From an optimization exercise on the open Yosys and OpenROAD flow, aimed at a short achievable clock period and few clock cycles; shortcuts taken in it are not production practice.
At most, simulation tests tie the RTL to the original design; equivalence was not proved.
Function not checked in runs 1 to 3: the RTL went through the layout flow alone.
No driver is modelled on the clock port, so clocking that relies on it looks cheaper here than on a real chip.
Power and IR drop assume default switching activity.

==> config.mk <==
export PLATFORM = sky130hd
export DESIGN_NAME = scene_fetch
export DESIGN_NICKNAME = scene_fetch
export VERILOG_FILES = /design/flow/design.v
export SDC_FILE = /design/flow/constraint.sdc
export NUM_CORES = 4
export LEC_CHECK = 0
export ABC_CLOCK_PERIOD_IN_PS = 2500
export CAP_MARGIN = 20
export CORE_MARGIN = 2
export CORE_UTILIZATION = 40
export SETUP_SLACK_MARGIN = 5
export SLEW_MARGIN = 20
==> constraint.sdc <==
create_clock -name core_clock -period 8.0 [get_ports {clk}]
set_input_delay 1.6000 -clock core_clock [delete_from_list [all_inputs] [get_ports {clk}]]
set_output_delay 1.6000 -clock core_clock [all_outputs]
set_load 0.01 [all_outputs]
==> design.v <==
package rt_pkg;
  typedef logic signed [31:0] fixed_t;   
  typedef struct packed {
    fixed_t z;
    fixed_t y;
    fixed_t x;
  } vec3_t;
  typedef struct packed {
    vec3_t dir;
    vec3_t orig;
  } ray_t;
  typedef struct packed {
    vec3_t v2;
    vec3_t v1;
    vec3_t v0;
  } tri_t;
  localparam int unsigned RAY_HWORDS = 12;
  localparam int unsigned CNT_HWORDS = 2;
  localparam int unsigned TRI_HWORDS = 18;
  localparam logic [1:0] IssHdr  = 2'd0;   
  localparam logic [1:0] IssWait = 2'd1;   
  localparam logic [1:0] IssTri  = 2'd2;   
  localparam logic [1:0] IssEnd  = 2'd3;   
endpackage
module avm_read_issuer #(
  parameter int unsigned MAX_PEND = 4
) (
  input  logic        clk,
  input  logic        reset,
  input  logic        load_i,         
  input  logic [31:0] load_addr_i,
  input  logic        nz_i,           
  input  logic        zero_i,         
  input  logic        cnt_i,          
  input  logic [31:0] cnt_val_i,
  input  logic        take_i,         
  input  logic        rsp_i,          
  input  logic        waitrequest_i,
  output logic        read_o,
  output logic [31:0] address_o
);
  localparam logic [5:0] SPACE = 6'(2 * rt_pkg::TRI_HWORDS);
  logic [1:0]  ph_q, ph_d;
  logic        read_q, read_d;
  logic [31:0] addr_q, addr_h;
  logic [4:0]  hw_q, hw_d;
  logic [31:0] left_q;               
  logic        dec_q, dec_d;         
  logic [2:0]  pend_q, pend_d;
  logic [5:0]  space_q, space_d;     
  logic        sdec_q, sdec_d;       
  logic [5:0]  space;                
  logic        nz_q, nz_d;           
  logic        acc;
  logic        hw_last, rec_last, nz;
  logic        can_acc, can_noacc;
  logic        pend_ok_acc, pend_ok_noacc;
  assign acc      = read_q && !waitrequest_i;
  assign hw_last  = (ph_q == rt_pkg::IssHdr) ? (hw_q == 5'd13) : (hw_q == 5'd17);
  assign rec_last = (left_q == 32'd1);
  assign nz       = nz_q || nz_i;
  assign space    = space_q - 6'(sdec_q);
  always_comb begin
    can_acc   = 1'b0;
    can_noacc = 1'b0;
    unique case (ph_q)
      rt_pkg::IssHdr: begin
        can_acc   = !hw_last || nz;
        can_noacc = 1'b1;
      end
      rt_pkg::IssWait: begin
        can_acc   = 1'b0;
        can_noacc = nz_i;
      end
      rt_pkg::IssTri: begin
        can_acc   = !(hw_last && rec_last) && (space > 6'd1);
        can_noacc = (space != 6'd0);
      end
      default: ;
    endcase
  end
  assign pend_ok_acc   = rsp_i || (pend_q < 3'(MAX_PEND - 1));
  assign pend_ok_noacc = rsp_i || (pend_q < 3'(MAX_PEND));
  always_comb begin
    if (read_q) read_d = waitrequest_i || (can_acc && pend_ok_acc);
    else        read_d = can_noacc && pend_ok_noacc;
    ph_d    = ph_q;
    hw_d    = hw_q;
    dec_d   = 1'b0;
    space_d = space + (take_i ? 6'(rt_pkg::TRI_HWORDS) : 6'd0);
    sdec_d  = acc && (ph_q == rt_pkg::IssTri);
    pend_d  = pend_q + 3'(acc) - 3'(rsp_i);
    nz_d    = nz_q || nz_i;
    if (acc) begin
      hw_d = hw_last ? 5'd0 : hw_q + 5'd1;
      if (ph_q == rt_pkg::IssHdr && hw_last) begin
        ph_d    = nz ? rt_pkg::IssTri : rt_pkg::IssWait;
      end
      if (ph_q == rt_pkg::IssTri) begin
        if (hw_last) begin
          dec_d = 1'b1;
          if (rec_last) ph_d = rt_pkg::IssEnd;
        end
      end
    end
    if (ph_q == rt_pkg::IssWait) begin
      if (nz_i)   ph_d = rt_pkg::IssTri;
      if (zero_i) ph_d = rt_pkg::IssEnd;
    end
    if (load_i) begin
      read_d  = 1'b1;
      ph_d    = rt_pkg::IssHdr;
      hw_d    = '0;
      pend_d  = '0;
      nz_d    = 1'b0;
      space_d = SPACE;
      sdec_d  = 1'b0;
    end
  end
  always_ff @(posedge clk) begin
    if (!reset) begin
      read_q  <= 1'b0;
      ph_q    <= rt_pkg::IssEnd;
      hw_q    <= '0;
      dec_q   <= 1'b0;
      pend_q  <= '0;
      space_q <= '0;
      sdec_q  <= 1'b0;
      nz_q    <= 1'b0;
    end else begin
      read_q  <= read_d;
      ph_q    <= ph_d;
      hw_q    <= hw_d;
      dec_q   <= dec_d;
      pend_q  <= pend_d;
      space_q <= space_d;
      sdec_q  <= sdec_d;
      nz_q    <= nz_d;
    end
  end
  always_ff @(posedge clk) begin
    if (!reset)      addr_q <= '0;
    else if (load_i) addr_q <= load_addr_i;
    else if (acc)    addr_q <= addr_h + 32'd2;
    else             addr_q <= addr_h;
  end
  always_ff @(posedge clk) begin
    if (load_i)      addr_h <= load_addr_i;
    else if (acc)    addr_h <= addr_h + 32'd2;
    if (cnt_i)       left_q <= cnt_val_i;
    else if (dec_q)  left_q <= left_q - 32'd1;
  end
  assign read_o    = read_q;
  assign address_o = addr_q;
endmodule
module scene_fetch #(
  parameter int unsigned MAX_PEND = 4
) (
  input  logic                 clk,
  input  logic                 reset,
  input  logic                 start,
  input  logic [31:0]          base_addr,
  output logic                 avm_m0_read,
  output logic [31:0]          avm_m0_address,
  output logic [1:0]           avm_m0_byteenable,
  input  logic                 avm_m0_waitrequest,
  input  logic [15:0]          avm_m0_readdata,
  input  logic                 avm_m0_readdatavalid,
  output logic [191:0]         o_ray,
  output logic                 o_ray_valid,
  output logic [287:0]         o_tri,
  output logic [31:0]          o_tri_index,
  output logic                 o_tri_valid,
  input  logic                 i_tri_ready,
  output logic                 o_tri_last,
  output logic [31:0]          o_tri_cnt,
  output logic                 o_busy,
  output logic                 o_done
);
  logic         busy_q, done_q, done_d;
  logic         load;
  logic         rdv;
  logic [15:0]  rd;
  logic         rx_tri_q, rx_tri_d;
  logic [4:0]   rx_hw_q, rx_hw_d;
  logic [287:0] rec_q, rec_d;
  logic         full_q, full_d;      
  logic         lo_nz_q;             
  logic         h11_q, h12_q, h13_q, t17_q;
  logic         ray_ld_q, cnt_ld_q, zero_q, nz_q, tri_ld_q;
  logic [191:0] ray_q;
  logic         ray_valid_q, ray_valid_d;
  logic [31:0]  cnt_q;
  logic [287:0] tri_q;
  logic         tri_valid_q, tri_valid_d;
  logic [31:0]  idx_q, ld_q;         
  logic [31:0]  ld_left_q;           
  logic         last_q;
  logic         take_q;
  logic         ray_ld, lo_rx, cnt_ld, tri_ld, rec_end, handshake, rd_nz, nz_ev, zero_ev;
  assign rdv       = avm_m0_readdatavalid;
  assign rd        = avm_m0_readdata;
  assign load      = start && !busy_q;
  assign handshake = tri_valid_q && i_tri_ready;
  assign rec_d   = rdv ? {rd, rec_q[287:16]} : rec_q;
  assign ray_ld  = rdv && h11_q;
  assign lo_rx   = rdv && h12_q;
  assign cnt_ld  = rdv && h13_q;
  assign rd_nz   = (rd != 16'd0);
  assign nz_ev   = (lo_rx || cnt_ld) && rd_nz;
  assign zero_ev = cnt_ld && !rd_nz && !lo_nz_q;
  assign rec_end = rdv && t17_q;
  assign tri_ld  = (full_q && !tri_valid_q) || (rdv && t17_q && !tri_valid_q);
  avm_read_issuer #(.MAX_PEND(MAX_PEND)) u_issuer (
    .clk           (clk),
    .reset         (reset),
    .load_i        (load),
    .load_addr_i   (base_addr),
    .nz_i          (nz_q),
    .zero_i        (zero_q),
    .cnt_i         (cnt_ld_q),
    .cnt_val_i     (rec_q[287:256]),
    .take_i        (take_q),
    .rsp_i         (rdv),
    .waitrequest_i (avm_m0_waitrequest),
    .read_o        (avm_m0_read),
    .address_o     (avm_m0_address)
  );
  always_comb begin
    rx_tri_d = rx_tri_q;
    rx_hw_d  = rx_hw_q;
    full_d   = full_q;
    done_d   = zero_q || (handshake && last_q);
    if (rdv) begin
      if (cnt_ld) begin
        rx_tri_d = 1'b1;
        rx_hw_d  = '0;
      end else if (rec_end) begin
        rx_hw_d  = '0;
      end else begin
        rx_hw_d  = rx_hw_q + 5'd1;
      end
    end
    if (rec_end) full_d = 1'b1;
    if (tri_ld)  full_d = 1'b0;
    if (load) begin
      rx_tri_d = 1'b0;
      rx_hw_d  = '0;
      full_d   = 1'b0;
    end
  end
  assign ray_valid_d = !load && (ray_ld_q || ray_valid_q);
  assign tri_valid_d = (tri_valid_q && !i_tri_ready) || tri_ld;
  always_ff @(posedge clk) begin
    if (!reset) begin
      busy_q      <= 1'b0;
      done_q      <= 1'b0;
      rx_tri_q    <= 1'b0;
      rx_hw_q     <= '0;
      h11_q       <= 1'b0;
      h12_q       <= 1'b0;
      h13_q       <= 1'b0;
      t17_q       <= 1'b0;
      full_q      <= 1'b0;
      ray_ld_q    <= 1'b0;
      cnt_ld_q    <= 1'b0;
      zero_q      <= 1'b0;
      nz_q        <= 1'b0;
      tri_ld_q    <= 1'b0;
      ray_valid_q <= 1'b0;
      tri_valid_q <= 1'b0;
      take_q      <= 1'b0;
    end else begin
      busy_q      <= load || (busy_q && !done_q);
      done_q      <= done_d;
      rx_tri_q    <= rx_tri_d;
      rx_hw_q     <= rx_hw_d;
      h11_q       <= !rx_tri_d && (rx_hw_d == 5'd11);
      h12_q       <= !rx_tri_d && (rx_hw_d == 5'd12);
      h13_q       <= !rx_tri_d && (rx_hw_d == 5'd13);
      t17_q       <= rx_tri_d && (rx_hw_d == 5'd17);
      full_q      <= full_d;
      ray_ld_q    <= ray_ld;
      cnt_ld_q    <= cnt_ld;
      zero_q      <= zero_ev;
      nz_q        <= nz_ev;
      tri_ld_q    <= tri_ld;
      ray_valid_q <= ray_valid_d;
      tri_valid_q <= tri_valid_d;
      take_q      <= handshake;
    end
  end
  always_ff @(posedge clk) begin
    rec_q <= rec_d;
    if (lo_rx)    lo_nz_q <= rd_nz;
    if (ray_ld_q) ray_q   <= rec_q[287:96];
    if (cnt_ld_q) begin
      cnt_q     <= rec_q[287:256];
      ld_q      <= '0;
      ld_left_q <= rec_q[287:256];
    end else if (tri_ld_q) begin
      ld_q      <= ld_q + 32'd1;
      ld_left_q <= ld_left_q - 32'd1;
    end
    if (tri_ld) begin
      tri_q  <= rec_d;
      idx_q  <= ld_q;
      last_q <= (ld_left_q == 32'd1);
    end
  end
  assign avm_m0_byteenable = 2'b11;
  assign o_ray       = ray_q;
  assign o_ray_valid = ray_valid_q;
  assign o_tri       = tri_q;
  assign o_tri_index = idx_q;
  assign o_tri_valid = tri_valid_q;
  assign o_tri_last  = last_q;
  assign o_tri_cnt   = cnt_q;
  assign o_busy      = busy_q;
  assign o_done      = done_q;
endmodule
==> flow/run.sh <==
#!/bin/bash
# Standard ORFS layout with four changes: timing repair aims for 5.5 ns of setup slack;
# before detailed placement, the registers that drive output ports are moved next to their
# port buffers (flow/pre_dp.tcl); clock sinks are clustered 25 per leaf buffer within
# 100 um; and the clock tree's root buffer is removed after CTS (flow/pre_cts.tcl) so the
# clock port drives the 4 first-level buffers directly. ORFS writes each step's log under
# orfs/logs; make's output goes to flow_make.log.
set -euo pipefail
bash standard.sh SETUP_SLACK_MARGIN=5.5 CTS_CLUSTER_SIZE=25 CTS_CLUSTER_DIAMETER=100 \
  PRE_DETAIL_PLACE_TCL="$PWD/flow/pre_dp.tcl" PRE_CTS_TCL="$PWD/flow/pre_cts.tcl" \
  finish > flow_make.log 2>&1
==> flow/pre_cts.tcl <==
proc my_remove_clock_root {} {
  set block [ord::get_db_block]
  set port [$block findBTerm clk]
  set net [$port getNet]
  set loads {}
  foreach it [$net getITerms] { if {[$it isInputSignal]} { lappend loads $it } }
  if {[llength $loads] != 1} { puts "ROOTRM: clk has [llength $loads] loads, left alone"; return }
  set root [[lindex $loads 0] getInst]
  set master [[$root getMaster] getName]
  if {![string match "sky130_fd_sc_hd__clkbuf_*" $master]} { puts "ROOTRM: root is $master, left alone"; return }
  set rname [$root getName]
  set onet [[$root findITerm X] getNet]
  set sinks {}
  foreach it [$onet getITerms] { if {[$it getInst] != $root} { lappend sinks $it } }
  if {[llength $sinks] > 4 || [llength [$onet getBTerms]] > 0} { puts "ROOTRM: root drives [llength $sinks] cells, left alone"; return }
  foreach it $sinks { $it disconnect; $it connect $net }
  [$root findITerm A] disconnect
  [$root findITerm X] disconnect
  odb::dbInst_destroy $root
  odb::dbNet_destroy $onet
  puts "ROOTRM: removed root buffer $rname; clk now drives [llength $sinks] buffers"
}

rename clock_tree_synthesis my_orig_clock_tree_synthesis
proc clock_tree_synthesis {args} {
  my_orig_clock_tree_synthesis {*}$args
  my_remove_clock_root
}
==> flow/pre_dp.tcl <==
# Sourced by ORFS before detailed placement (PRE_DETAIL_PLACE_TCL). Each register whose
# output feeds only an output port's buffer is moved onto that buffer's spot, so the
# register-to-buffer wire is short; detailed placement then legalizes both.
proc my_pull_output_regs {} {
  set block [ord::get_db_block]
  set n 0
  foreach bt [$block getBTerms] {
    if {[$bt getIoType] != "OUTPUT"} { continue }
    set net [$bt getNet]
    if {$net == "NULL"} { continue }
    set drv ""
    foreach it [$net getITerms] { if {[$it isOutputSignal]} { set drv $it } }
    if {$drv == ""} { continue }
    set buf [$drv getInst]
    set ain ""
    foreach it [$buf getITerms] { if {[$it isInputSignal] && [$it getNet] != "NULL" && ![[$it getNet] isSpecial]} { set ain $it } }
    if {$ain == ""} { continue }
    set rnet [$ain getNet]
    set reg ""
    foreach it [$rnet getITerms] { if {[$it isOutputSignal]} { set reg [$it getInst] } }
    if {$reg == "" || ![string match "sky130_fd_sc_hd__*df*" [[$reg getMaster] getName]]} { continue }
    # Only registers whose output feeds nothing but the port buffer.
    set nld 0
    foreach it [$rnet getITerms] { if {[$it isInputSignal]} { incr nld } }
    if {$nld != 1} { continue }
    set bl [$buf getLocation]
    $reg setLocation [lindex $bl 0] [lindex $bl 1]
    incr n
  }
  puts "PULL: moved $n output registers next to their port buffers"
}
my_pull_output_regs
==> standard.sh <==
#!/bin/bash
# synth_recipe.tcl (not shown) runs the flow's synth.tcl, then flattens the netlist and writes it again
# the make line also repeats each setting of config.mk as NAME=value (left out here)
make -C /OpenROAD-flow-scripts/flow DESIGN_CONFIG=/design/flow/config.mk WORK_HOME=/design/flow/orfs CLKGATE_MAP_FILE= SYNTH_SCRIPT=/design/flow/synth_recipe.tcl "${@:-finish}"
==> results.tsv, run 1 <==
stage	metric	value	unit
sta	rsz0062_at_grt	true	
sta	finalSetupTns	0	ns
clocking	clk_pin_slew	0.11	ns
grt	globalRouteTotalUtil	0.211	
power	pwr-share-clk	0.256	
sta	achievable-frequency	376	MHz
worst_hold_path	worstHoldStart	lo_nz_q$_DFFE_PP_	
grt	grt_peak_use_layer	met2	
die	placement_rows	108	
sta	worst_slew_margin_rel	0.262	
route	drt_first_iter_violations	1338	
run_status	status	timing/DRC/antenna clean	
die	core_outline_area	87000	um^2
yosys	synth_sequential_area_ratio	0.762	
grt	gr-usage-met2	0.370	
yosys	ys_ff_latch	1035	
worst_hold_path	capture_endpoint_of_the_worst_hold_path	zero_q$_SDFF_PN0_	
route	via_count	20593	
yosys	synth_edf_count	610	
critical_path	criticalPathCategory	reg2reg	
clocking	cts_tree	built	
sta	final_max_slew_viol_count	0	
placement	half_perimeter_wire_length_of_the_detailed_placement_result	66100	um
power	switchingPower	2.76	mW
yosys	netlist_top_cells_area	sky130_fd_sc_hd__edfxtp_1, sky130_fd_sc_hd__dfxtp_1, sky130_fd_sc_hd__mux2_2	
final_layout	finish.net_count	2921	
yosys	synth.distinct_cells	62	
clocking	clock-sinks	1035	
grt	first_global_vias	20410	
sta	finalCriticalPeriod	2.66	ns
critical_path	critPathArrivalTime	2.87	ns
clocking	cts-buffers-inserted	48	
power	ir_drop	0.159	mV
run	drv_cap	0	
clocking	clock_latency	0.45	ns
worst_hold_path	hold-path-cell-count	1	
critical_path	r2r-start	u_issuer.left_q[20]$_DFFE_PP_	
yosys	synth_top_cell_area_share	0.520	
yosys	async_flop_share	0	
route	routed_via_count_divided_by_cell_count	5.09	
final_layout	antennaDiodeCount	0	
critical_path	required_arrival_time_at_the_worst_endpoint	8.22	ns
sta	final_worst_path_period_share	0.332	
yosys	postSynthAreaPerCell	16.4	um^2
power	power.combinational.fraction	0.102	
route	wl_per_cell	24.9	um
clocking	cts-hold-fix-buffers	0	
worst_hold_path	timing.hold.worst.class	reg2reg	
critical_path	crit_fanout	4	
yosys	post_synth_instance_area	35200	um^2
power	total_power	11.1	mW
sta	worst_slew_pin_slew	1.11	ns
power	cellInternalPower	8.33	mW
final_layout	area_delta_synth_final	24.6	%
sta	hold_viol	0	
yosys	synth_ff_type	sky130_fd_sc_hd__edfxtp_1	
power	pwr-share-seq	0.642	
power	cellLeakagePower	16.9	nW
grt	grt.met1_usage	0.270	
die	die_area	90400	um^2
die	chipWidth	301	um
die	boundaryPins	638	
critical_path	crit-reg2reg-capture	u_issuer.left_q[29]$_DFFE_PP_	
final_layout	layout_cell_share_with_drive_strength_beyond_1	0.407	
yosys	post-synth-top-count-cell	sky130_fd_sc_hd__edfxtp_1	
route	remaining_drc_errors	0	
critical_path	reg2reg_slack	5.34	ns
route	detailedRoute.firstPassIterationCount	5	
critical_path	start_kind	flip-flop	
sta	setup_viol	0	
placement	gp_routability_congestion	0.825	
sta	finalClockSkew	0.0222	ns
grt	globalRouteMet3Util	0.0384	
critical_path	reg2reg_depth	5	
yosys	number_of_warnings_printed_during_yosys_synthesis	2	
yosys	synth.top_cells.by_count	sky130_fd_sc_hd__edfxtp_1, sky130_fd_sc_hd__dfxtp_1, sky130_fd_sc_hd__mux2_2	
critical_path	setup.worst_path.end_class	flip-flop	
yosys	synthDominantAreaCellType	sky130_fd_sc_hd__edfxtp_1	
power	swShare	0.248	
grt	wire_length_of_the_first_global_routing_pass	143000	um
route	postRouteAntennaNets	0	
grt	grt_antenna_before_repair	1	
power	pwr_density_cell	253	nW/um^2
yosys	instance_count_of_the_mapped_netlist	2150	
grt	maximum_number_of_pins_on_one_net_before_global_route_repair	148	
route	wl	101000	um
die	starting_density_of_the_core	0.405	
placement	place.port_buffers	635	
die	die_h	301	um
grt	grt_remaining_overflow	0	
==> worst max path at each step <==
stage,from,to,slack (ns),cells after the start
after global routing,last_q$_DFFE_PP_,o_tri_last,5.29,1
after global placement,avm_m0_readdatavalid,u_issuer.pend_q[1]$_SDFF_PP0_,3.84,8
after CTS,last_q$_DFFE_PP_,o_tri_last,5.35,1
after detailed placement,avm_m0_readdatavalid,tri_q[258]$_DFFE_PP_,3.82,5
after floorplan,avm_m0_readdatavalid,idx_q[0]$_DFFE_PP_,0.89,4
final,u_issuer.left_q[20]$_DFFE_PP_,u_issuer.left_q[29]$_DFFE_PP_,5.34,5
==> power by group through the flow <==
stage               logic, mW  registers [mW]  clock network, mW
detailed placement       1.04            7.25                  0
global route             1.23            7.19               3.07
finish                   1.14            7.12               2.83
global placement        0.898            7.16                  0
CTS                      1.11            7.12               2.90
floorplan               0.739            6.90                  0
==> metal layers <==
| metal | vias to the layer above | wire length [um] |
|---|---|---|
| met3 | 107 | 5770 |
| li1 | 9358 | - |
| met4 | 0 | 2720 |
| met1 | 10458 | 41400 |
| met5 | - | 0 |
| met2 | 670 | 50700 |
==> cell families after synthesis <==
group           synth area share
compound gates            0.0255
other cells             0.000107
fa+ha+maj                0.00661
flops                      0.762
xor+xnor                  0.0271
mux                        0.107
simple gates              0.0598
buf+inv                   0.0120
==> state kept, by name, indices dropped and copies added (netlist names), 3 cells and up <==
name / cells
rec_q: 288
tri_q: 288
ray_q: 192
cnt_q: 32
idx_q: 32
ld_left_q: 32
ld_q: 32
u_issuer.addr_h: 32
u_issuer.addr_q: 32
u_issuer.left_q: 32
u_issuer.space_q: 6
rx_hw_q: 5
u_issuer.hw_q: 5
u_issuer.pend_q: 3
==> metrics by stage <==
stage | worst slack [ns] | area [um^2] | hold WS [ns] | utilization | instances
floorplan | 0.889 | 35300 | 0.390 | - | 2151
global placement | 3.84 | 42900 | 0.407 | 0.493 | 3876
detailed placement | 3.82 | 42900 | 0.401 | 0.493 | 3876
CTS | 5.35 | 43100 | 0.416 | 0.495 | 4021
global route | 5.29 | 43900 | 0.431 | 0.504 | 4044
finish | 5.34 | 43900 | 0.420 | 0.504 | 4044
==> cell type report <==
cell class / count / area (um^2)
timing repair buffer: 727 / 5540
multi-input combinational: 1008 / 8460
sequential: 1035 / 26900
inverter: 30 / 125
clock buffer: 81 / 1330
clock inverter: 8 / 114
fill: 7326 / 43100
tap: 1155 / 1450
==> worst max-delay path, cell delays in order, from the launching register on <==
cell and delay [ns]:
sky130_fd_sc_hd__edfxtp_1 0.43, sky130_fd_sc_hd__or4_4 0.57, sky130_fd_sc_hd__or4_2 0.74, sky130_fd_sc_hd__nor3_1 0.34, sky130_fd_sc_hd__a21oi_1 0.12, sky130_fd_sc_hd__o31a_1 0.24
==> cell usage in the layout (no fill, tap or decap), types with 12 or more instances in the layout <==
| master | n |
|---|---|
| sky130_fd_sc_hd__o21ai_0 | 21 |
| sky130_fd_sc_hd__inv_1 | 25 |
| sky130_fd_sc_hd__mux2_2 | 325 |
| sky130_fd_sc_hd__dfxtp_1 | 396 |
| sky130_fd_sc_hd__and3_1 | 18 |
| sky130_fd_sc_hd__xor2_1 | 65 |
| sky130_fd_sc_hd__clkbuf_16 | 51 |
| sky130_fd_sc_hd__ha_1 | 15 |
| sky130_fd_sc_hd__clkdlybuf4s50_1 | 34 |
| sky130_fd_sc_hd__buf_2 | 477 |
| sky130_fd_sc_hd__nor2_1 | 121 |
| sky130_fd_sc_hd__clkbuf_1 | 33 |
| sky130_fd_sc_hd__xnor2_1 | 37 |
| sky130_fd_sc_hd__dfxtp_2 | 24 |
| sky130_fd_sc_hd__a21oi_1 | 45 |
| sky130_fd_sc_hd__a211oi_2 | 15 |
| sky130_fd_sc_hd__nand2_1 | 55 |
| sky130_fd_sc_hd__or3_1 | 12 |
| sky130_fd_sc_hd__buf_4 | 47 |
| sky130_fd_sc_hd__buf_16 | 16 |
| sky130_fd_sc_hd__nand4_1 | 23 |
| sky130_fd_sc_hd__nor4_1 | 14 |
| sky130_fd_sc_hd__and2_1 | 16 |
| sky130_fd_sc_hd__buf_6 | 113 |
| sky130_fd_sc_hd__nor3_1 | 26 |
| sky130_fd_sc_hd__edfxtp_1 | 610 |
| sky130_fd_sc_hd__nand3_1 | 27 |
==> repair_timing <==
item	4_1_cts	5_1_grt
resized for setup	2564	142
pin swaps	34	29
setup buffers	36	18
setup endpoints to repair	1598	786
gates cloned	20	5
==> run 2, diff against run 1 <==
--- a/design.v
+++ b/design.v
@@ -44,7 +44,7 @@
   logic        read_q, read_d;
   logic [31:0] addr_q, addr_h;
   logic [4:0]  hw_q, hw_d;
-  logic [31:0] left_q;               
+  logic        left_one;             
   logic        dec_q, dec_d;         
   logic [2:0]  pend_q, pend_d;
   logic [5:0]  space_q, space_d;     
@@ -57,7 +57,7 @@
   logic        pend_ok_acc, pend_ok_noacc;
   assign acc      = read_q && !waitrequest_i;
   assign hw_last  = (ph_q == rt_pkg::IssHdr) ? (hw_q == 5'd13) : (hw_q == 5'd17);
-  assign rec_last = (left_q == 32'd1);
+  assign rec_last = left_one;
   assign nz       = nz_q || nz_i;
   assign space    = space_q - 6'(sdec_q);
   always_comb begin
@@ -147,12 +147,54 @@
   always_ff @(posedge clk) begin
     if (load_i)      addr_h <= load_addr_i;
     else if (acc)    addr_h <= addr_h + 32'd2;
-    if (cnt_i)       left_q <= cnt_val_i;
-    else if (dec_q)  left_q <= left_q - 32'd1;
   end
+  rec_countdown u_left (
+    .clk    (clk),
+    .reset  (reset),
+    .load_i (cnt_i),
+    .val_i  (cnt_val_i),
+    .dec_i  (dec_q),
+    .one_o  (left_one)
+  );
   assign read_o    = read_q;
   assign address_o = addr_q;
 endmodule
+module rec_countdown (
+  input  logic        clk,
+  input  logic        reset,
+  input  logic        load_i,
+  input  logic [31:0] val_i,
+  input  logic        dec_i,
+  output logic        one_o
+);
+  logic [15:0] lo_q, hi_q;
+  logic        bp_q;                 
+  logic        hz_q;                 
+  always_ff @(posedge clk) begin
+    if (!reset) begin
+      bp_q <= 1'b0;
+    end else if (load_i) begin
+      bp_q <= 1'b0;
+    end else if (dec_i) begin
+      bp_q <= (lo_q == 16'd0);
+    end else begin
+      bp_q <= 1'b0;
+    end
+  end
+  always_ff @(posedge clk) begin
+    if (load_i) begin
+      lo_q <= val_i[15:0];
+      hi_q <= val_i[31:16];
+      hz_q <= (val_i[31:16] == 16'd0);
+    end else if (dec_i) begin
+      lo_q <= lo_q - 16'd1;
+    end else if (bp_q) begin
+      hi_q <= hi_q - 16'd1;
+      hz_q <= (hi_q == 16'd1);
+    end
+  end
+  assign one_o = !bp_q && hz_q && (lo_q == 16'd1);
+endmodule
 module scene_fetch #(
   parameter int unsigned MAX_PEND = 4
 ) (
@@ -194,7 +236,8 @@
   logic [287:0] tri_q;
   logic         tri_valid_q, tri_valid_d;
   logic [31:0]  idx_q, ld_q;         
-  logic [31:0]  ld_left_q;           
+  logic         ld_one;              
+  logic         all_ld_q;            
   logic         last_q;
   logic         take_q;
   logic         ray_ld, lo_rx, cnt_ld, tri_ld, rec_end, handshake, rd_nz, nz_ev, zero_ev;
@@ -230,7 +273,7 @@
     rx_tri_d = rx_tri_q;
     rx_hw_d  = rx_hw_q;
     full_d   = full_q;
-    done_d   = zero_q || (handshake && last_q);
+    done_d   = zero_q || (handshake && all_ld_q);
     if (rdv) begin
       if (cnt_ld) begin
         rx_tri_d = 1'b1;
@@ -297,17 +340,27 @@
     if (cnt_ld_q) begin
       cnt_q     <= rec_q[287:256];
       ld_q      <= '0;
-      ld_left_q <= rec_q[287:256];
     end else if (tri_ld_q) begin
       ld_q      <= ld_q + 32'd1;
-      ld_left_q <= ld_left_q - 32'd1;
     end
     if (tri_ld) begin
       tri_q  <= rec_d;
       idx_q  <= ld_q;
-      last_q <= (ld_left_q == 32'd1);
+      last_q <= ld_one;
     end
   end
+  rec_countdown u_ld_left (
+    .clk    (clk),
+    .reset  (reset),
+    .load_i (cnt_ld_q),
+    .val_i  (rec_q[287:256]),
+    .dec_i  (tri_ld_q),
+    .one_o  (ld_one)
+  );
+  always_ff @(posedge clk) begin
+    if (!reset || load)         all_ld_q <= 1'b0;
+    else if (tri_ld && ld_one)  all_ld_q <= 1'b1;
+  end
   assign avm_m0_byteenable = 2'b11;
   assign o_ray       = ray_q;
   assign o_ray_valid = ray_valid_q;
--- a/flow/pre_dp.tcl
+++ b/flow/pre_dp.tcl
@@ -1,11 +1,14 @@
 # Sourced by ORFS before detailed placement (PRE_DETAIL_PLACE_TCL). Each register whose
 # output feeds only an output port's buffer is moved onto that buffer's spot, so the
-# register-to-buffer wire is short; detailed placement then legalizes both.
+# register-to-buffer wire is short; detailed placement then legalizes both. The Avalon
+# request registers are left where global placement put them.
 proc my_pull_output_regs {} {
   set block [ord::get_db_block]
   set n 0
   foreach bt [$block getBTerms] {
     if {[$bt getIoType] != "OUTPUT"} { continue }
+    # The address register takes waitrequest's fanout; the placer keeps it between the two.
+    if {[string match "avm_m0_*" [$bt getName]]} { continue }
     set net [$bt getNet]
     if {$net == "NULL"} { continue }
     set drv ""
==> run 2 against run 1 <==
Still clean; via count down 2.8%; combinational power down 8%; register-to-register slack better by 0.14 ns.
==> results.tsv, run 2 <==
stage	metric	value	unit
critical_path	reg2reg_depth	6	
final_layout	finish.net_count	2909	
critical_path	crit_fanout	4	
sta	rsz0062_at_grt	true	
grt	maximum_number_of_pins_on_one_net_before_global_route_repair	156	
run_status	status	timing/DRC/antenna clean	
clocking	cts-hold-fix-buffers	0	
yosys	synth_ff_type	sky130_fd_sc_hd__edfxtp_1	
placement	place.port_buffers	635	
worst_hold_path	timing.hold.worst.class	reg2reg	
sta	finalClockSkew	0.0235	ns
final_layout	finalNonFillerCells	4026	
sta	finalSetupTns	0	ns
die	placement_rows	108	
final_layout	layout.cells.most_common	sky130_fd_sc_hd__edfxtp_1	
critical_path	cpMaxStageDelayCell	sky130_fd_sc_hd__or4_4	
die	starting_density_of_the_core	0.403	
sta	setup_viol	0	
yosys	post-synth-top-count-cell	sky130_fd_sc_hd__edfxtp_1	
route	wl	96300	um
final_layout	layout_cell_share_with_drive_strength_beyond_1	0.385	
yosys	postSynthAreaPerCell	16.2	um^2
critical_path	critPathArrivalTime	3.19	ns
power	total_power	11.0	mW
yosys	number_of_warnings_printed_during_yosys_synthesis	3	
critical_path	crit_path_cell_chain	buf_6 > and3b_2 > nand4_1 > or3_4 > or4_4 > a31oi_1	
grt	globalRouteTotalUtil	0.207	
critical_path	crit_path_buf_inv_count	1	
critical_path	setup.worst_path.end_class	flip-flop	
power	cellLeakagePower	16.6	nW
worst_hold_path	hold-path-cell-count	1	
clocking	cts-buffers-inserted	48	
yosys	instance_count_of_the_mapped_netlist	2156	
final_layout	layout.core_utilization	0.499	
grt	wire_length_of_the_first_global_routing_pass	139000	um
route	via_count	20012	
yosys	ys_ff_latch	1040	
critical_path	criticalPathCategory	in2reg	
sta	hold_viol	0	
final_layout	postLayoutCellArea	43300	um^2
clocking	clk_pin_slew	0.10	ns
grt	first_global_vias	19746	
placement	gp_routability_congestion	0.854	
grt	grt_antenna_before_repair	2	
placement	post_dp_cell_area	42700	um^2
yosys	synth_top_cell_area_share	0.525	
route	routed_via_count_divided_by_cell_count	4.97	
yosys	post_synth_instance_area	35000	um^2
power	pwr_density_cell	254	nW/um^2
critical_path	required_arrival_time_at_the_worst_endpoint	8.38	ns
critical_path	reg2reg_slack	5.48	ns
die	die_area	89900	um^2
yosys	synth.distinct_cells	56	
run	drv_cap	0	
yosys	async_flop_share	0	
route	postRouteAntennaNets	0	
sta	worst_slew_margin_rel	0.344	
yosys	synth_edf_count	612	
final_layout	antennaDiodeCount	0	
critical_path	cp_top_family	simple AND/OR/NAND/NOR gates	
critical_path	crit-reg2reg-capture	u_ld_left.hi_q[14]$_DFFE_PP_	
sta	worst_slew_pin_slew	0.984	ns
critical_path	r2r-start	u_ld_left.hi_q[7]$_DFFE_PP_	
route	detailedRoute.firstPassIterationCount	6	
route	drt_first_iter_violations	1203	
route	wl_per_cell	23.9	um
sta	finalCriticalPeriod	2.81	ns
sta	achievable-frequency	356	MHz
sta	final_worst_path_period_share	0.351	
worst_hold_path	capture_endpoint_of_the_worst_hold_path	zero_q$_SDFF_PN0_	
critical_path	start_kind	input pin	
placement	placed_instances	3889	
grt	grt_remaining_overflow	0	
clocking	clock_latency	0.46	ns
clocking	cts_tree	built	
final_layout	area_delta_synth_final	23.8	%
route	remaining_drc_errors	0	
placement	half_perimeter_wire_length_of_the_detailed_placement_result	65300	um
worst_hold_path	worstHoldStart	lo_nz_q$_DFFE_PP_	
die	boundaryPins	638	
yosys	netlist_top_cells_area	sky130_fd_sc_hd__edfxtp_1, sky130_fd_sc_hd__dfxtp_1, sky130_fd_sc_hd__mux2_2	
sta	final_max_slew_viol_count	0	
die	core_outline_area	86800	um^2
power	ir_drop	0.206	mV
clocking	clock-sinks	1040	
yosys	synth.top_cells.by_count	sky130_fd_sc_hd__edfxtp_1, sky130_fd_sc_hd__dfxtp_1, sky130_fd_sc_hd__mux2_2	
yosys	synth_sequential_area_ratio	0.770	
yosys	synthDominantAreaCellType	sky130_fd_sc_hd__edfxtp_1	
die	chipWidth	300	um
final_layout	final_cell_mix	sky130_fd_sc_hd__edfxtp_1, sky130_fd_sc_hd__buf_2, sky130_fd_sc_hd__dfxtp_1	
critical_path	critical-path-max-stage-delay	0.44	ns
final_layout	biggestRegsByFlops	rec_q: 288 flops, tri_q: 288 flops, ray_q: 192 flops	
die	die_h	300	um
-- run 2: cell types whose count changed after synthesis, sizes merged, moves of 5 or more --
| cell | delta |
|---|---|
| xnor2 | +12 |
| mux2 | -27 |
| ha | +5 |
| o21ai | +18 |
| and2 | +11 |
| a21oi | +23 |
| a31oi | -5 |
| and4 | -8 |
| nand4b | -8 |
| nand2 | +42 |
| nor2b | -8 |
| clkbuf | -10 |
| a211oi | -18 |
-- run 2: what timing repair did --
item,CTS,global route
endpoints found under the setup margin,1579,935
gates cloned,11,1
pin swaps,41,28
setup buffers,29,8
resized for setup,2620,142
endpoints found under the hold margin,0,0
-- run 2: how the worst max path moves through the flow --
stage	slack (ns)	endpoint	startpoint	depth (start not counted)
2_1_floorplan	0.90	idx_q[0]$_DFFE_PP_	avm_m0_readdatavalid	4
3_3_place_gp	3.74	lo_nz_q$_DFFE_PP_	avm_m0_readdata[6]	3
3_5_place_dp	4.06	u_issuer.addr_h[27]$_DFF_P_	avm_m0_waitrequest	7
4_1_cts	5.17	u_issuer.addr_h[27]$_DFF_P_	avm_m0_waitrequest	7
5_1_grt	5.13	u_issuer.addr_q[26]$_SDFF_PN0_	avm_m0_waitrequest	6
6_report	5.19	u_issuer.addr_q[26]$_SDFF_PN0_	avm_m0_waitrequest	6
-- run 2: cells by family after synthesis --
logic type,after synthesis,synth area share
AND/OR/NAND/NOR,426,0.0600
AO/OA/AOI/OAI,140,0.0223
multiplexers,305,0.0979
adder cells (fa/ha/maj),23,0.00844
other,1,0.000107
flip-flops,1040,0.770
XOR/XNOR,120,0.0300
buffers and inverters,101,0.0110
-- run 2: layout make-up --
type                            instances  area (um^2)
Fill cell                            7330        43400
Tap cell                             1155         1450
Inverter                               31          133
Timing Repair Buffer                  696         5270
Clock inverter                          8          103
Clock buffer                           80         1320
Multi-Input combinational cell       1016         8040
Sequential cell                      1040        27000
-- run 2: worst register-to-register path, delay by kind of cell (launching register included) --
kind	cells	cell delay [ns]
simple gates	4	1.60
flops	1	0.43
xor+xnor	1	0.14
compound gates	1	0.09
-- run 2: where the power goes --
group          internal (mW)  switching, mW
clock network           1.18           1.64
registers               6.55          0.582
logic                  0.582          0.467
total                   8.32           2.69
-- run 2: routing by layer --
metal / vias up / global-route usage / part of all wire
li1: 9209 / - / -
met1: 10025 / 0.275 / 0.42
met2: 688 / 0.355 / 0.50
met3: 90 / 0.0410 / 0.062
met4: 0 / 0.0408 / 0.020
met5: - / 0 / 0
-- run 2: metrics by stage --
stage               worst slack [ns]  hold slack [ns]
CTS                             5.17            0.433
global route                    5.13            0.469
floorplan                      0.902            0.390
finish                          5.19            0.440
global placement                3.74            0.405
detailed placement              4.06            0.413
==> run 3, diff against run 2 <==
==> flow/run.sh (replaced) <==
#!/bin/bash
# Standard ORFS layout with five changes: timing repair aims for 5.5 ns of setup slack;
# the port buffers are buf_4 cells (still one buffer per port, as the standard flow does);
# before detailed placement, the registers that drive output ports are moved next to their
# port buffers (flow/pre_dp.tcl); clock sinks are clustered 25 per leaf buffer within
# 100 um; and the clock tree's root buffer is removed after CTS (flow/pre_cts.tcl) so the
# clock port drives the 4 first-level buffers directly. ORFS writes each step's log under
# orfs/logs; make's output goes to flow_make.log.
set -euo pipefail
bash standard.sh SETUP_SLACK_MARGIN=5.5 CTS_CLUSTER_SIZE=25 CTS_CLUSTER_DIAMETER=100 \
  BUFFER_PORTS_ARGS="-buffer_cell sky130_fd_sc_hd__buf_4" PRE_DETAIL_PLACE_TCL="$PWD/flow/pre_dp.tcl" PRE_CTS_TCL="$PWD/flow/pre_cts.tcl" \
  finish > flow_make.log 2>&1
==> run 3 against run 2 <==
First-iteration DRC count up 20%; cell count is 0.70% higher; critical path type unchanged; final area increased by 7.0%; still clean on timing, DRC and antenna; setup slack improved by 0.0042 ns; largest power group unchanged; combinational power barely moved; power grew 1.0%.
==> results.tsv, run 3 <==
stage	metric	value	unit
power	ir_drop	0.193	mV
yosys	synth_top_cell_area_share	0.525	
die	starting_density_of_the_core	0.403	
clocking	cts_tree	built	
route	wl_per_cell	24.2	um
sta	worst_slew_pin_slew	0.822	ns
final_layout	layout_cell_share_with_drive_strength_beyond_1	0.409	
final_layout	antennaDiodeCount	0	
sta	achievable-frequency	356	MHz
die	boundaryPins	638	
yosys	number_of_warnings_printed_during_yosys_synthesis	3	
worst_hold_path	timing.hold.worst.class	reg2reg	
sta	final_worst_path_period_share	0.351	
power	cellLeakagePower	17.7	nW
route	postRouteAntennaNets	0	
yosys	synth_sequential_area_ratio	0.770	
sta	final_max_slew_viol_count	0	
clocking	cts-hold-fix-buffers	0	
sta	setup_viol	0	
power	total_power	11.1	mW
route	routed_via_count_divided_by_cell_count	5.04	
critical_path	critPathArrivalTime	3.14	ns
grt	wire_length_of_the_first_global_routing_pass	140000	um
critical_path	cpMaxStageDelayCell	sky130_fd_sc_hd__or3_4	
yosys	synth.distinct_cells	56	
grt	maximum_number_of_pins_on_one_net_before_global_route_repair	69	
route	remaining_drc_errors	0	
placement	placement.setup.worst_slack	3.47	ns
grt	grt_antenna_before_repair	8	
critical_path	crit_fanout	6	
run	drv_cap	0	
die	die_h	300	um
critical_path	setup.worst_path.end_class	flip-flop	
yosys	synthDominantAreaCellType	sky130_fd_sc_hd__edfxtp_1	
route	via_count	20430	
critical_path	crit_path_frequent_cell	sky130_fd_sc_hd__or3_4	
route	drt_first_iter_violations	1442	
power	pwr_density_cell	240	nW/um^2
critical_path	required_arrival_time_at_the_worst_endpoint	8.34	ns
yosys	synth_edf_count	612	
final_layout	final_cell_mix	sky130_fd_sc_hd__edfxtp_1, sky130_fd_sc_hd__buf_6, sky130_fd_sc_hd__dfxtp_1	
grt	grt_remaining_overflow	0	
die	core_outline_area	86800	um^2
placement	gp_routability_congestion	0.827	
final_layout	biggestRegsByFlops	rec_q: 288 flops, tri_q: 288 flops, ray_q: 192 flops	
clocking	clk_pin_slew	0.10	ns
final_layout	finish.net_count	2936	
yosys	post_synth_instance_area	35000	um^2
route	detailedRoute.firstPassIterationCount	5	
critical_path	start_kind	input pin	
sta	post-route-worst-setup-slack	5.19	ns
die	chipWidth	300	um
route	wl	98100	um
yosys	async_flop_share	0	
yosys	netlist_top_cells_area	sky130_fd_sc_hd__edfxtp_1, sky130_fd_sc_hd__dfxtp_1, sky130_fd_sc_hd__mux2_2	
final_layout	area_delta_synth_final	32.5	%
critical_path	criticalPathCategory	in2reg	
die	die_area	89900	um^2
yosys	synth_ff_type	sky130_fd_sc_hd__edfxtp_1	
yosys	ys_ff_latch	1040	
placement	half_perimeter_wire_length_of_the_detailed_placement_result	66200	um
die	placement_rows	108	
critical_path	crit_path_cell_chain	buf_6 > and4b_2 > nand3_4 > or3_4 > or3_4 > xor2_2 > a21oi_1	
yosys	synth.top_cells.by_count	sky130_fd_sc_hd__edfxtp_1, sky130_fd_sc_hd__dfxtp_1, sky130_fd_sc_hd__mux2_2	
yosys	post-synth-top-count-cell	sky130_fd_sc_hd__edfxtp_1	
sta	finalCriticalPeriod	2.81	ns
run_status	status	timing/DRC/antenna clean	
sta	rsz0062_at_grt	true	
sta	hold_slack	0.420	ns
grt	globalRouteTotalUtil	0.209	
clocking	clock-sinks	1040	
sta	worst_slew_margin_rel	0.452	
sta	finalSetupTns	0	ns
critical_path	critical-path-max-stage-delay	0.39	ns
grt	first_global_vias	20282	
yosys	instance_count_of_the_mapped_netlist	2156	
sta	hold_viol	0	
yosys	postSynthAreaPerCell	16.2	um^2
clocking	clock_latency	0.46	ns
final_layout	layout.cells.most_common	sky130_fd_sc_hd__edfxtp_1	
clocking	cts-buffers-inserted	49	
sta	finalClockSkew	0.0315	ns
placement	place.port_buffers	635	
run 3: logic make-up (layout without fill, tap and decap cells):
| kind of cell | Yosys count | after routing | share of synthesized area |
|---|---|---|---|
| DFF | 1040 | 1040 | 0.770 |
| and+or+nand+nor | 426 | 426 | 0.0600 |
| muxes | 305 | 305 | 0.0979 |
| AOI/OAI and AO/OA | 140 | 140 | 0.0223 |
| xor gates and xnor gates | 120 | 120 | 0.0300 |
| buffers and inverters | 101 | 843 | 0.0110 |
| adders and majority gates | 23 | 23 | 0.00844 |
| other | 1 | 2 | 0.000107 |
run 3: cell type report:
class | count | area (um^2)
clock buffer | 83 | 1410
clock inverter | 7 | 100
fill | 6866 | 40400
inverter | 31 | 121
multi-input combinational | 1016 | 8050
sequential | 1040 | 27000
tap | 1155 | 1450
timing repair buffer | 722 | 8240
run 3: final timing paths:
| path | start | end | slack, ns | cells after the start |
|---|---|---|---|---|
| setup / recovery | avm_m0_waitrequest | u_issuer.addr_h[27]$_DFF_P_ | 5.19 | 7 |
| hold / removal | lo_nz_q$_DFFE_PP_ | zero_q$_SDFF_PN0_ | 0.42 | 1 |
| setup reg to reg | u_ld_left.hi_q[5]$_DFFE_PP_ | u_ld_left.hi_q[14]$_DFFE_PP_ | 5.50 | 6 |
| hold reg to reg | lo_nz_q$_DFFE_PP_ | zero_q$_SDFF_PN0_ | 0.42 | 1 |
run 3: through the flow:
| stage | instances | util | area (um^2) |
|---|---|---|---|
| after floorplan | 2157 | - | 35100 |
| after global placement | 3896 | 0.474 | 41100 |
| after detailed placement | 3896 | 0.474 | 41100 |
| after CTS | 4036 | 0.525 | 45600 |
| after global routing | 4054 | 0.534 | 46400 |
| final | 4054 | 0.534 | 46400 |
run 3: timing repair:
action	4_1_cts	5_1_grt
buffers inserted	34	16
setup endpoints to repair	1588	820
pin swaps	36	26
gates cloned	16	2
gates resized for setup	578	162
run 3: critical path, delay by kind of cell:
kind                   cells  cell delay, ns
AO/OA/AOI/OAI              1            0.08
buffers and inverters      1            0.09
XOR/XNOR                   1            0.17
AND/OR/NAND/NOR            4            1.20
run 3: report_power, final:
group / switching [mW] / internal (mW)
combinational: 0.483 / 0.583
sequential: 0.601 / 6.56
clock: 1.66 / 1.24
total: 2.74 / 8.38
run 3: per-layer routing:
layer | track usage | share of wire
met5 | 0 | 0
met4 | 0.0495 | 0.025
met3 | 0.0369 | 0.062
met2 | 0.352 | 0.49
met1 | 0.281 | 0.42
==> run 4, diff against run 3 <==
--- a/design.v
+++ b/design.v
@@ -42,7 +42,10 @@
   localparam logic [5:0] SPACE = 6'(2 * rt_pkg::TRI_HWORDS);
   logic [1:0]  ph_q, ph_d;
   logic        read_q, read_d;
-  logic [31:0] addr_q, addr_h;
+  logic [31:0] addr_q;
+  logic        b0_q, wrap;
+  logic [3:0]  lo_q, lo_nxt;
+  logic [26:0] hi_q, hi_nxt, hp1_q;
   logic [4:0]  hw_q, hw_d;
   logic        left_one;             
   logic        dec_q, dec_d;         
@@ -108,7 +111,7 @@
       if (zero_i) ph_d = rt_pkg::IssEnd;
     end
     if (load_i) begin
-      read_d  = 1'b1;
+      read_d  = (load_addr_i[4:1] != 4'hF);
       ph_d    = rt_pkg::IssHdr;
       hw_d    = '0;
       pend_d  = '0;
@@ -138,15 +141,24 @@
       nz_q    <= nz_d;
     end
   end
+  assign wrap     = (lo_q == 4'hF);
+  assign lo_nxt   = acc ? lo_q + 4'd1 : lo_q;
+  assign hi_nxt   = (acc && wrap) ? hp1_q : hi_q;
   always_ff @(posedge clk) begin
     if (!reset)      addr_q <= '0;
     else if (load_i) addr_q <= load_addr_i;
-    else if (acc)    addr_q <= addr_h + 32'd2;
-    else             addr_q <= addr_h;
+    else             addr_q <= {hi_nxt, lo_nxt, b0_q};
   end
   always_ff @(posedge clk) begin
-    if (load_i)      addr_h <= load_addr_i;
-    else if (acc)    addr_h <= addr_h + 32'd2;
+    if (load_i) begin
+      b0_q <= load_addr_i[0];
+      lo_q <= load_addr_i[4:1];
+      hi_q <= load_addr_i[31:5];
+    end else begin
+      lo_q <= lo_nxt;
+      hi_q <= hi_nxt;
+    end
+    hp1_q <= hi_q + 27'd1;
   end
   rec_countdown u_left (
     .clk    (clk),
==> run 4 against run 3 <==
Still clean on timing, DRC and antenna; final area rose by 0.87%; non-clock buffer count fell by 27; combinational power barely moved; register-to-register slack gained 0.11 ns; sequential share of layout area rose by 0.67 points; flip-flop and latch count increased by 27; clock power decreased by 1%; die area increased by 2.9%; largest power group unchanged.
==> results.tsv, run 4 <==
stage	metric	value	unit
run_status	status	timing/DRC/antenna clean	
placement	place.port_buffers	635	
yosys	synth.distinct_cells	61	
power	pwr_density_cell	240	nW/um^2
placement	placed_instances	3944	
power	power.combinational.fraction	0.095	
critical_path	critPathArrivalTime	3.00	ns
sta	setup_viol	0	
sta	finalSetupTns	0	ns
sta	final_worst_path_period_share	0.332	
die	die_h	304	um
placement	placement.setup.worst_slack	3.32	ns
final_layout	final_cell_mix	sky130_fd_sc_hd__edfxtp_1, sky130_fd_sc_hd__buf_6, sky130_fd_sc_hd__dfxtp_1	
run	drv_cap	0	
critical_path	required_arrival_time_at_the_worst_endpoint	8.34	ns
final_layout	layout_cell_share_with_drive_strength_beyond_1	0.396	
yosys	synth_edf_count	613	
critical_path	crit_fanout	7	
yosys	netlist_top_cells_area	sky130_fd_sc_hd__edfxtp_1, sky130_fd_sc_hd__dfxtp_1, sky130_fd_sc_hd__mux2_2	
power	cellLeakagePower	17.8	nW
sta	hold_slack	0.434	ns
route	via_count	20413	
final_layout	layout.cells.most_common	sky130_fd_sc_hd__edfxtp_1	
sta	post-route-worst-setup-slack	5.34	ns
critical_path	reg2reg_depth	5	
clocking	clock-sinks	1067	
worst_hold_path	worstHoldStart	u_issuer.hi_q[0]$_DFF_P_	
clocking	cts_tree	built	
route	postRouteAntennaNets	0	
worst_hold_path	timing.hold.worst.class	reg2reg	
power	swShare	0.244	
placement	half_perimeter_wire_length_of_the_detailed_placement_result	63900	um
die	core_outline_area	89600	um^2
grt	grt_antenna_before_repair	6	
route	detailedRoute.firstPassIterationCount	5	
power	ir_drop	0.188	mV
yosys	post_synth_instance_area	36000	um^2
grt	maximum_number_of_pins_on_one_net_before_global_route_repair	84	
clocking	clock_latency	0.45	ns
final_layout	area_delta_synth_final	29.8	%
yosys	post-synth-top-count-cell	sky130_fd_sc_hd__edfxtp_1	
route	drt_first_iter_violations	1292	
sta	worst_slew_margin_rel	0.318	
yosys	synth_ff_type	sky130_fd_sc_hd__edfxtp_1	
die	boundaryPins	638	
critical_path	r2r-start	tri_ld_q$_SDFF_PN0_	
power	switchingPower	2.74	mW
power	pwr-share-clk	0.254	
sta	rsz0062_at_grt	true	
final_layout	biggestRegsByFlops	rec_q: 288 flops, tri_q: 288 flops, ray_q: 192 flops	
sta	finalClockSkew	0.0307	ns
yosys	postSynthAreaPerCell	16.4	um^2
sta	final_max_slew_viol_count	0	
worst_hold_path	hold-path-cell-count	1	
worst_hold_path	capture_endpoint_of_the_worst_hold_path	u_issuer.hp1_q[0]$_DFF_P_	
final_layout	finalNonFillerCells	4082	
die	placement_rows	110	
power	cellInternalPower	8.48	mW
grt	globalRouteTotalUtil	0.200	
placement	gp_routability_congestion	0.824	
yosys	synth_top_cell_area_share	0.511	
yosys	instance_count_of_the_mapped_netlist	2194	
die	die_area	92500	um^2
yosys	synthDominantAreaCellType	sky130_fd_sc_hd__edfxtp_1	
critical_path	start_kind	input pin	
route	remaining_drc_errors	0	
placement	post_dp_cell_area	42100	um^2
clocking	cts-buffers-inserted	49	
sta	hold_viol	0	
sta	worst_slew_pin_slew	1.02	ns
final_layout	finish.net_count	2942	
critical_path	crit-reg2reg-capture	ld_q[31]$_SDFFE_PP0P_	
yosys	ys_ff_latch	1067	
clocking	clk_pin_slew	0.10	ns
die	starting_density_of_the_core	0.402	
route	wl	96200	um
yosys	number_of_warnings_printed_during_yosys_synthesis	3	
die	chipWidth	304	um
sta	achievable-frequency	376	MHz
sta	finalCriticalPeriod	2.66	ns
yosys	synth.top_cells.by_count	sky130_fd_sc_hd__edfxtp_1, sky130_fd_sc_hd__dfxtp_1, sky130_fd_sc_hd__mux2_2	
critical_path	setup.worst_path.end_class	flip-flop	
critical_path	criticalPathCategory	in2reg	
final_layout	postLayoutCellArea	46800	um^2
grt	grt_remaining_overflow	0	
yosys	synth_sequential_area_ratio	0.763	
grt	wire_length_of_the_first_global_routing_pass	139000	um
grt	first_global_vias	20455	
critical_path	reg2reg_slack	5.61	ns
route	routed_via_count_divided_by_cell_count	5.00	
power	pwr-share-seq	0.651	
route	wl_per_cell	23.6	um
yosys	async_flop_share	0	
## run 4: area by class of cell
class	count	area, um^2
antenna	3	7.51
clock buffer	84	1360
clock inverter	5	75.1
fill	7127	42800
inverter	36	143
multi-input combinational	1016	8270
sequential	1067	27600
tap	1176	1470
timing repair buffer	695	7890
## run 4: timing repair
action,CTS,global route
cloned,16,2
pin swaps,3,6
gates resized for setup,556,132
buffers inserted,20,8
setup endpoints to repair,1456,648
hold buffers,0,0
## run 4: worst max-delay path by stage
stage,from,endpoint,cells past startpoint
after floorplan,avm_m0_readdatavalid,all_ld_q$_SDFFE_PP0P_,6
after global placement,avm_m0_readdatavalid,tri_q[60]$_DFFE_PP_,4
after detailed placement,avm_m0_readdatavalid,tri_q[29]$_DFFE_PP_,4
after CTS,ray_q[67]$_DFFE_PP_,o_ray[67],1
after global routing,ray_q[67]$_DFFE_PP_,o_ray[67],1
final,avm_m0_waitrequest,u_issuer.addr_q[13]$_SDFF_PN0_,9
## run 4: power groups by stage
stage	combinational (mW)	sequential (mW)	clock, mW
6_report	1.06	7.31	2.85
5_1_grt	1.17	7.37	3.10
4_1_cts	1.05	7.30	2.90
3_5_place_dp	0.990	7.42	0
3_3_place_gp	0.847	7.35	0
2_1_floorplan	0.726	7.09	0
## run 4: worst max-delay path, stage by stage
cell and delay (ns):
sky130_fd_sc_hd__buf_6 0.09, sky130_fd_sc_hd__nor2b_4 0.10, sky130_fd_sc_hd__buf_6 0.10, sky130_fd_sc_hd__and4_4 0.34, sky130_fd_sc_hd__buf_12 0.13, sky130_fd_sc_hd__buf_16 0.12
sky130_fd_sc_hd__mux2i_1 0.23, sky130_fd_sc_hd__o21ai_1 0.09, sky130_fd_sc_hd__and2_1 0.18
## run 4: logic make-up (layout without fill, tap and decap cells)
| kind of cell | Yosys count | in the layout | share of synthesized area |
|---|---|---|---|
| XOR/XNOR | 124 | 124 | 0.0301 |
| multiplexers | 355 | 355 | 0.110 |
| other | 1 | 5 | 0.000104 |
| AND/OR/NAND/NOR | 411 | 411 | 0.0600 |
| adder cells (fa/ha/maj) | 24 | 24 | 0.00854 |
| flip-flops | 1067 | 1067 | 0.763 |
| buffers and inverters | 112 | 820 | 0.0122 |
| AO/OA/AOI/OAI | 100 | 100 | 0.0161 |
## run 4: metrics by stage
step / util / power (mW)
floorplan: - / 7.81
global placement: 0.470 / 8.20
detailed placement: 0.470 / 8.41
CTS: 0.515 / 11.3
global route: 0.522 / 11.6
finish: 0.522 / 11.2
## run 4: per-layer routing
layer	GRT usage	routed length, um	up-vias
li1	-	-	9356
met1	0.249	38500	10195
met2	0.342	48000	707
met3	0.0370	5380	155
met4	0.0824	4250	0
met5	0	0	-
Testbench counts of run 4, summed over its fixed seeds: cycles 89,225.
==> run 5, diff against run 4 <==
==> flow/run.sh (replaced) <==
#!/bin/bash
# Standard ORFS layout with four changes: timing repair aims for 5.5 ns of setup slack;
# before detailed placement, the registers that drive output ports are moved next to their
# port buffers (flow/pre_dp.tcl); clock sinks are clustered 25 per leaf buffer within
# 100 um; and the clock tree's root buffer is removed after CTS (flow/pre_cts.tcl) so the
# clock port drives the 4 first-level buffers directly. ORFS writes each step's log under
# orfs/logs; make's output goes to flow_make.log.
set -euo pipefail
bash standard.sh SETUP_SLACK_MARGIN=5.5 CTS_CLUSTER_SIZE=25 CTS_CLUSTER_DIAMETER=100 \
  PRE_DETAIL_PLACE_TCL="$PWD/flow/pre_dp.tcl" PRE_CTS_TCL="$PWD/flow/pre_cts.tcl" \
  finish > flow_make.log 2>&1
==> run 5 against run 4 <==
Still clean; non-clock buffer count rose by 1; flip-flop and latch count did not move; worst hold slack got worse by 0.0081 ns; cell count barely moved; routed wire length fell by 0.39%; largest cell class unchanged; largest power group unchanged; highest routed layer unchanged.
==> results.tsv, run 5 <==
stage	metric	value	unit
yosys	postSynthAreaPerCell	16.4	um^2
sta	finalSetupTns	0	ns
yosys	netlist_top_cells_area	sky130_fd_sc_hd__edfxtp_1, sky130_fd_sc_hd__dfxtp_1, sky130_fd_sc_hd__mux2_2	
die	starting_density_of_the_core	0.402	
worst_hold_path	timing.hold.worst.class	reg2reg	
power	pwr-share-seq	0.652	
sta	worst_slew_pin_slew	1.21	ns
final_layout	biggestRegsByFlops	rec_q: 288 flops, tri_q: 288 flops, ray_q: 192 flops	
sta	finalClockSkew	0.0219	ns
grt	maximum_number_of_pins_on_one_net_before_global_route_repair	137	
final_layout	final_cell_mix	sky130_fd_sc_hd__edfxtp_1, sky130_fd_sc_hd__buf_2, sky130_fd_sc_hd__dfxtp_1	
sta	worst_slew_margin_rel	0.190	
sta	final_worst_path_period_share	0.329	
critical_path	criticalPathCategory	in2reg	
grt	globalRouteTotalUtil	0.201	
route	remaining_drc_errors	0	
die	die_area	92500	um^2
yosys	async_flop_share	0	
clocking	clock-sinks	1067	
clocking	clk_pin_slew	0.10	ns
die	chipWidth	304	um
yosys	ys_ff_latch	1067	
power	swShare	0.240	
sta	final_max_slew_viol_count	0	
yosys	synth_top_cell_area_share	0.511	
yosys	post_synth_instance_area	36000	um^2
yosys	number_of_warnings_printed_during_yosys_synthesis	3	
route	wl	95800	um
power	pwr-share-clk	0.254	
critical_path	required_arrival_time_at_the_worst_endpoint	8.34	ns
placement	half_perimeter_wire_length_of_the_detailed_placement_result	63700	um
sta	rsz0062_at_grt	true	
clocking	cts_tree	built	
critical_path	start_kind	input pin	
sta	setup_viol	0	
route	postRouteAntennaNets	0	
yosys	instance_count_of_the_mapped_netlist	2194	
yosys	synth.distinct_cells	61	
final_layout	postLayoutCellArea	44300	um^2
placement	gp_routability_congestion	0.799	
grt	grt_remaining_overflow	0	
grt	first_global_vias	20333	
placement	post_dp_cell_area	43700	um^2
sta	hold_viol	0	
die	core_outline_area	89600	um^2
yosys	synth_ff_type	sky130_fd_sc_hd__edfxtp_1	
grt	grt_antenna_before_repair	6	
critical_path	critPathArrivalTime	2.97	ns
route	drt_first_iter_violations	1373	
sta	finalCriticalPeriod	2.63	ns
power	switchingPower	2.68	mW
power	ir_drop	0.168	mV
power	power.combinational.fraction	0.094	
critical_path	crit_fanout	7	
yosys	post-synth-top-count-cell	sky130_fd_sc_hd__edfxtp_1	
final_layout	antennaDiodeCount	0	
power	pwr_density_cell	253	nW/um^2
clocking	clock_latency	0.45	ns
final_layout	area_delta_synth_final	22.8	%
yosys	synth.top_cells.by_count	sky130_fd_sc_hd__edfxtp_1, sky130_fd_sc_hd__dfxtp_1, sky130_fd_sc_hd__mux2_2	
critical_path	setup.worst_path.end_class	flip-flop	
die	placement_rows	110	
die	die_h	304	um
route	detailedRoute.firstPassIterationCount	5	
run	drv_cap	0	
yosys	synth_edf_count	613	
route	routed_via_count_divided_by_cell_count	4.97	
route	via_count	20275	
placement	place.port_buffers	635	
sta	achievable-frequency	380	MHz
final_layout	layout.cells.most_common	sky130_fd_sc_hd__edfxtp_1	
route	wl_per_cell	23.5	um
final_layout	finish.net_count	2945	
clocking	cts-buffers-inserted	48	
yosys	synth_sequential_area_ratio	0.763	
die	boundaryPins	638	
yosys	synthDominantAreaCellType	sky130_fd_sc_hd__edfxtp_1	
power	cellLeakagePower	16.9	nW
grt	wire_length_of_the_first_global_routing_pass	139000	um
final_layout	layout_cell_share_with_drive_strength_beyond_1	0.381	
run_status	status	timing/DRC/antenna clean	
power	cellInternalPower	8.50	mW
==> run 5: cell counts after synthesis <==
No cell type changed its count.
==> run 5: cells by family after synthesis <==
kind of cell / share of synthesized area
compound gates: 0.0161
other cells: 0.000104
flops: 0.763
xor+xnor: 0.0301
buf+inv: 0.0122
fa+ha+maj: 0.00854
mux: 0.110
simple gates: 0.0600
==> run 5: path summary, 6_finish.rpt <==
kind / startpoint / to / slack [ns] / cells past startpoint
worst min register to register: lo_nz_q$_DFFE_PP_ / zero_q$_SDFF_PN0_ / 0.43 / 1
worst min-delay path: lo_nz_q$_DFFE_PP_ / zero_q$_SDFF_PN0_ / 0.43 / 1
worst max-delay path: avm_m0_waitrequest / u_issuer.addr_q[23]$_SDFF_PN0_ / 5.37 / 9
worst max register to register: u_issuer.u_left.lo_q[2]$_DFFE_PP_ / u_issuer.u_left.lo_q[9]$_DFFE_PP_ / 5.63 / 5
==> run 5: routing by layer <==
| layer | global-route usage | wire length [um] | up-vias |
|---|---|---|---|
| li1 | - | - | 9349 |
| met1 | 0.248 | 38400 | 10146 |
| met2 | 0.347 | 47900 | 632 |
| met3 | 0.0415 | 5750 | 148 |
| met4 | 0.0759 | 3830 | 0 |
| met5 | 0 | 0 | - |
==> run 5: through the flow <==
step | instances | util | hold WS, ns | power (mW) | worst slack (ns)
after floorplan | 2195 | - | 0.382 | 7.81 | 0.974
after global placement | 3943 | 0.488 | 0.395 | 8.22 | 3.29
after detailed placement | 3943 | 0.488 | 0.401 | 8.40 | 3.26
after CTS | 4070 | 0.487 | 0.426 | 11.2 | 5.34
after global routing | 4081 | 0.494 | 0.438 | 11.6 | 5.31
final | 4081 | 0.494 | 0.426 | 11.2 | 5.37
==> run 5: layout make-up <==
| cell class | count | area (um^2) |
|---|---|---|
| fill | 7481 | 45300 |
| sequential | 1067 | 27600 |
| multi-input combinational | 1017 | 8330 |
| timing repair buffer | 696 | 5320 |
| tap | 1176 | 1470 |
| clock buffer | 84 | 1350 |
| inverter | 36 | 151 |
| clock inverter | 3 | 70.1 |
| timing repair inverter | 2 | 17.5 |
==> run 5: power groups by stage <==
stage          Clock, mW  Combinational, mW  Sequential [mW]
6_report            2.84               1.05             7.29
5_1_grt             3.09               1.15             7.37
4_1_cts             2.91               1.03             7.29
3_5_place_dp           0              0.978             7.42
3_3_place_gp           0              0.869             7.36
2_1_floorplan          0              0.726             7.09
==> run 5: worst max-delay path, stage by stage <==
cell and delay (ns):
sky130_fd_sc_hd__buf_6 0.10, sky130_fd_sc_hd__nor2b_4 0.10, sky130_fd_sc_hd__buf_6 0.10, sky130_fd_sc_hd__and4_4 0.34, sky130_fd_sc_hd__buf_12 0.13, sky130_fd_sc_hd__buf_16 0.14, sky130_fd_sc_hd__mux2i_1 0.20, sky130_fd_sc_hd__o21ai_1 0.10
sky130_fd_sc_hd__and2_1 0.16
==> run 5: timing repair <==
item	4_1_cts	5_1_grt
gates resized for setup	2565	128
setup buffers	21	9
cloned	19	2
hold buffers	0	0
setup endpoints to repair	1479	699
pin swaps	6	11

re-timing with driven ports:
In the flow no input, the clock included, has a driving cell. The finished layouts below were timed again as built, in two steps.
Step 1 (the two cells are an assumption about what drives the block):
set clk [get_ports {clk}]
set_driving_cell -lib_cell sky130_fd_sc_hd__clkbuf_16 $clk
set_driving_cell -lib_cell sky130_fd_sc_hd__buf_2 [delete_from_list [all_inputs] $clk]
Step 2 moves the port delays by t, midway between the first and last clock arrival at a register: inputs arrive t later, outputs are due t later. That takes back most of the time a late clock gives input paths.
a / b / c = no drivers / after step 1 / after step 2; a / b = the first two.
run	t (ns)	setup slack, ns	worst slew at a driven data input, ns	cell pins on the clock port's net
run 1	0.560	5.342 / 5.231 / 4.750	0.26	4
run 2	0.560	5.191 / 5.240 / 4.703	0.31	4
run 3	0.567	5.195 / 5.239 / 4.679	0.34	4
run 4	0.566	5.340 / 5.237 / 4.840	0.25	4
run 5	0.565	5.367 / 5.250 / 4.811	0.28	4
After both steps every run listed still meets setup and hold. The setup slack of run 1, which loses most, moves by -0.111 ns with the drivers and by -0.592 ns with both steps.
